From an optimization exercise on the open Yosys and OpenROAD flow, aimed at small area and a short achievable clock period; shortcuts taken in it are not production practice. Function was checked by simulation only, so behaviour that the tests miss may differ from the original. No activity file was given, so power comes from the tool's default toggle rates.

== run 1 ==
Design regfile_sb, start of the top module:
module regfile_sb #(
  parameter int XLEN     = 32,
  parameter int NREGS    = 32,
  parameter int NREAD    = 2,
  parameter int BYPASS   = 1,
  parameter int ZERO_REG = 1,
  localparam int AW      = $clog2(NREGS)
) (
  input  logic                  clk,
  input  logic                  rst_n,
  input  logic                  wr_en,
  input  logic [AW-1:0]         wr_addr,
  input  logic [XLEN-1:0]       wr_data,
  input  logic [NREAD*AW-1:0]   rd_addr,
  output logic [NREAD*XLEN-1:0] rd_data,
  output logic [NREAD-1:0]      rd_busy,
  input  logic                  sb_set,
  input  logic [AW-1:0]         sb_addr,
  input  logic                  flush,
  output logic [NREGS-1:0]      busy_vec,
  output logic [AW:0]           pend_cnt
);
Size: ~160 I/O pins, ~0.043 mm² of cells after synthesis.
==> module regfile_sb, before the edit <==
module regfile_sb #(
  parameter int XLEN     = 32,
  parameter int NREGS    = 32,
  parameter int NREAD    = 2,
  parameter int BYPASS   = 1,
  parameter int ZERO_REG = 1,
  localparam int AW      = $clog2(NREGS)
) (
  input  logic                  clk,
  input  logic                  rst_n,
  input  logic                  wr_en,
  input  logic [AW-1:0]         wr_addr,
  input  logic [XLEN-1:0]       wr_data,
  input  logic [NREAD*AW-1:0]   rd_addr,
  output logic [NREAD*XLEN-1:0] rd_data,
  output logic [NREAD-1:0]      rd_busy,
  input  logic                  sb_set,
  input  logic [AW-1:0]         sb_addr,
  input  logic                  flush,
  output logic [NREGS-1:0]      busy_vec,
  output logic [AW:0]           pend_cnt
);
  logic [XLEN-1:0]  data_q [1:NREGS-1];
  logic [NREGS-1:1] vld_q;
  logic [NREGS-1:1] busy_q;
  logic [AW:0]      cnt_q;
  logic [NREGS-1:1] we;
  logic [NREGS-1:1] set;
  always_comb begin
    for (int r = 1; r < NREGS; r++) begin
      we[r]  = wr_en && (wr_addr == AW'(r));
      set[r] = sb_set && (sb_addr == AW'(r));
    end
  end
  logic inc, dec;
  assign inc = |(set & ~busy_q);
  assign dec = |(we & busy_q & ~set);
  logic [XLEN-1:0]  data_d [1:NREGS-1];
  logic [NREGS-1:1] we_n;
  assign we_n = ~we;
  for (genvar r = 1; r < NREGS; r++) begin : g_wr
    for (genvar b = 0; b < XLEN; b++) begin : g_b
      rf_ao22 u_m (.a1(we[r]), .b1(wr_data[b]), .a2(we_n[r]), .b2(data_q[r][b]), .y(data_d[r][b]));
    end
  end
  always_ff @(posedge clk) begin
    for (int r = 1; r < NREGS; r++) data_q[r] <= data_d[r];
  end
  always_ff @(posedge clk or negedge rst_n) begin
    if (!rst_n) begin
      vld_q  <= '0;
      busy_q <= '0;
      cnt_q  <= '0;
    end else begin
      for (int r = 1; r < NREGS; r++) begin
        if (we[r]) vld_q[r] <= 1'b1;
        if (flush)       busy_q[r] <= 1'b0;
        else if (set[r]) busy_q[r] <= 1'b1;
        else if (we[r])  busy_q[r] <= 1'b0;
      end
      if (flush)            cnt_q <= '0;
      else if (inc && !dec) cnt_q <= cnt_q + 1'b1;
      else if (dec && !inc) cnt_q <= cnt_q - 1'b1;
    end
  end
  assign busy_vec = {busy_q, 1'b0};
  assign pend_cnt = cnt_q;
  for (genvar i = 0; i < NREAD; i++) begin : g_rd
    logic [AW-1:0]    a;
    logic             byp;
    logic [7:0]       pb;                
    logic [NREGS-1:1] sel;
    assign a   = rd_addr[i*AW +: AW];
    assign byp = wr_en && (wr_addr == a) && (a != '0);
    for (genvar k = 0; k < 8; k++) begin : g_pb
      rf_dec3 #(.V(k)) u_pb (.a(a[4:2]), .y(pb[k]));
    end
    for (genvar r = 1; r < NREGS; r++) begin : g_sel
      rf_sel #(.V(r % 4)) u_s (.a(a[1:0]), .p(pb[r / 4]), .v(vld_q[r]), .y(sel[r]));
    end
    assign rd_busy[i] = busy_vec[a] && !byp;
    for (genvar b = 0; b < XLEN; b++) begin : g_bit
      logic [10:0] g;
      logic [2:0]  n;
      for (genvar k = 0; k < 10; k++) begin : g_g
        rf_aoi222 u (.a1(sel[3*k+1]), .b1(data_q[3*k+1][b]),
                     .a2(sel[3*k+2]), .b2(data_q[3*k+2][b]),
                     .a3(sel[3*k+3]), .b3(data_q[3*k+3][b]), .y(g[k]));
      end
      rf_nand2 u_g10 (.a(sel[31]), .b(data_q[31][b]), .y(g[10]));
      rf_nand4 u_n0 (.a(g[0]), .b(g[1]), .c(g[2]),  .d(g[3]), .y(n[0]));
      rf_nand4 u_n1 (.a(g[4]), .b(g[5]), .c(g[6]),  .d(g[7]), .y(n[1]));
      rf_nand3 u_n2 (.a(g[8]), .b(g[9]), .c(g[10]),            .y(n[2]));
      rf_out   u_o  (.n(n), .byp(byp), .wd(wr_data[b]), .y(rd_data[i*XLEN + b]));
    end
  end
endmodule
==> module rf_ao22, before the edit <==
module rf_ao22 (input logic a1, b1, a2, b2, output logic y);
  assign y = (a1 & b1) | (a2 & b2);
endmodule
export LEC_CHECK = 0
export CAP_MARGIN = 20
export CORE_MARGIN = 2
export CORE_UTILIZATION = 60
export CTS_BUF_LIST = sky130_fd_sc_hd__clkbuf_8
export CTS_CLUSTER_DIAMETER = 80
export CTS_CLUSTER_SIZE = 14
export SETUP_SLACK_MARGIN = 3
export SLEW_MARGIN = 20
export SYNTH_HIERARCHICAL = 1
export SYNTH_MINIMUM_KEEP_SIZE = 0
create_clock -name core_clock -period 9.0 [get_ports {clk}]
standard.sh (not shown) runs the stock make flow with config.mk's settings and CLKGATE_MAP_FILE= SYNTH_SCRIPT=/design/flow/synth_recipe.tcl, a recipe that flattens the netlist after the stock synthesis.
==> flow/flow/run.sh <==
#!/bin/bash
# Layout flow: the standard flow (standard.sh), unchanged synthesis, then the rest of the
# standard flow with two settings changed:
#  - port buffers are buf_2 (buffer_ports' own default pick is a slow delay cell);
#  - the resizer does not use the delay cells (clkdlybuf4s*, dlygate*, dlymetal*).
# Each step's full output is in synth.log and layout.log here, and ORFS's own logs in orfs/logs.
set -euo pipefail
bash standard.sh synth > synth.log 2>&1
export BUFFER_PORTS_ARGS="-buffer_cell sky130_fd_sc_hd__buf_2"
export DONT_USE_CELLS="sky130_fd_sc_hd__clkdlybuf4s15_1 sky130_fd_sc_hd__clkdlybuf4s15_2 sky130_fd_sc_hd__clkdlybuf4s18_1 sky130_fd_sc_hd__clkdlybuf4s18_2 sky130_fd_sc_hd__clkdlybuf4s25_1 sky130_fd_sc_hd__clkdlybuf4s25_2 sky130_fd_sc_hd__clkdlybuf4s50_1 sky130_fd_sc_hd__clkdlybuf4s50_2 sky130_fd_sc_hd__dlygate4sd1_1 sky130_fd_sc_hd__dlygate4sd2_1 sky130_fd_sc_hd__dlygate4sd3_1 sky130_fd_sc_hd__dlymetal6s2s_1 sky130_fd_sc_hd__dlymetal6s4s_1 sky130_fd_sc_hd__dlymetal6s6s_1 "
bash standard.sh > layout.log 2>&1
Run 1 finished all stages; the layout is clean.
Setup changes, run 1 to run 2
--- a/flow/design.v
+++ b/flow/design.v
@@ -34,18 +34,12 @@
   end
   logic inc, dec;
   assign inc = |(set & ~busy_q);
   assign dec = |(we & busy_q & ~set);
-  logic [XLEN-1:0]  data_d [1:NREGS-1];
-  logic [NREGS-1:1] we_n;
-  assign we_n = ~we;
-  for (genvar r = 1; r < NREGS; r++) begin : g_wr
-    for (genvar b = 0; b < XLEN; b++) begin : g_b
-      rf_ao22 u_m (.a1(we[r]), .b1(wr_data[b]), .a2(we_n[r]), .b2(data_q[r][b]), .y(data_d[r][b]));
+  always_ff @(posedge clk) begin
+    for (int r = 1; r < NREGS; r++) begin
+      if (we[r]) data_q[r] <= wr_data;
     end
-  end
-  always_ff @(posedge clk) begin
-    for (int r = 1; r < NREGS; r++) data_q[r] <= data_d[r];
   end
   always_ff @(posedge clk or negedge rst_n) begin
     if (!rst_n) begin
       vld_q  <= '0;
@@ -97,11 +91,8 @@
 endmodule
 module rf_aoi222 (input logic a1, b1, a2, b2, a3, b3, output logic y);
   assign y = ~((a1 & b1) | (a2 & b2) | (a3 & b3));
 endmodule
-module rf_ao22 (input logic a1, b1, a2, b2, output logic y);
-  assign y = (a1 & b1) | (a2 & b2);
-endmodule
 module rf_nand2 (input logic a, b, output logic y);
   assign y = ~(a & b);
 endmodule
 module rf_dec3 #(parameter int V = 0) (input logic [2:0] a, output logic y);
==> run summary <==
Run 2 went all the way through synthesis, placement and routing and the layout is clean on timing, DRC and antenna. The higher clock share of power came out of run 2. In terms of worst-case hold slack, run 1 and run 2 differ only marginally. Run 2 vs run 1: post-layout worst setup margin up. Run 2 does better than run 1 on minimum clock period. | post-synthesis adder-cell area fraction | run 2 vs run 1 | ≈ equal |. Looking at post-layout utilization of the core, run 2 sits 2.3 points below run 1. Summary — clock insertion delay at the later pin of the skew report, run 2 relative to run 1: lower, by 0.02 ns. The initial standard-cell utilization of the core of run 2 falls short of that of run 1 by 0.41 points. Run 2 vs run 1, final cycle utilization of the critical path went down by 3.9 points. Filler cell count in run 2 vs run 1: down 302. In the tables for run 2 and run 1, net switching share of the total power reads lower with run 2.

==> separate check: timing with driven ports <==
In the flow no input, the clock included, has a driving cell. The finished layouts below were timed again as built, in two steps.
Step 1 assumes that a clkbuf_16 drives the clock port and a buf_2 every other input.
Step 2 also shifts input and output timing later by t, the mid clock arrival at the registers, as if the neighbouring blocks saw the same clock.
a / b / c = no drivers / after step 1 / after step 2; a / b = the first two.
| run | shift t [ns] | slack for setup (ns) | worst hold slack (ns) | clock arrival spread, ns |
|---|---|---|---|---|
| run 1 | 0.816 | 2.495 / 2.435 / 2.435 | 0.502 / 0.502 / 0.502 | 0.052 / 0.052 |
| run 2 | 0.790 | 2.843 / 2.819 / 2.819 | 0.500 / 0.500 / 0.500 | 0.050 / 0.050 |
After both steps setup and hold are still met in every run listed. The setup slack of run 1, which loses most, moves by -0.060 ns with the drivers and by -0.060 ns with both steps.
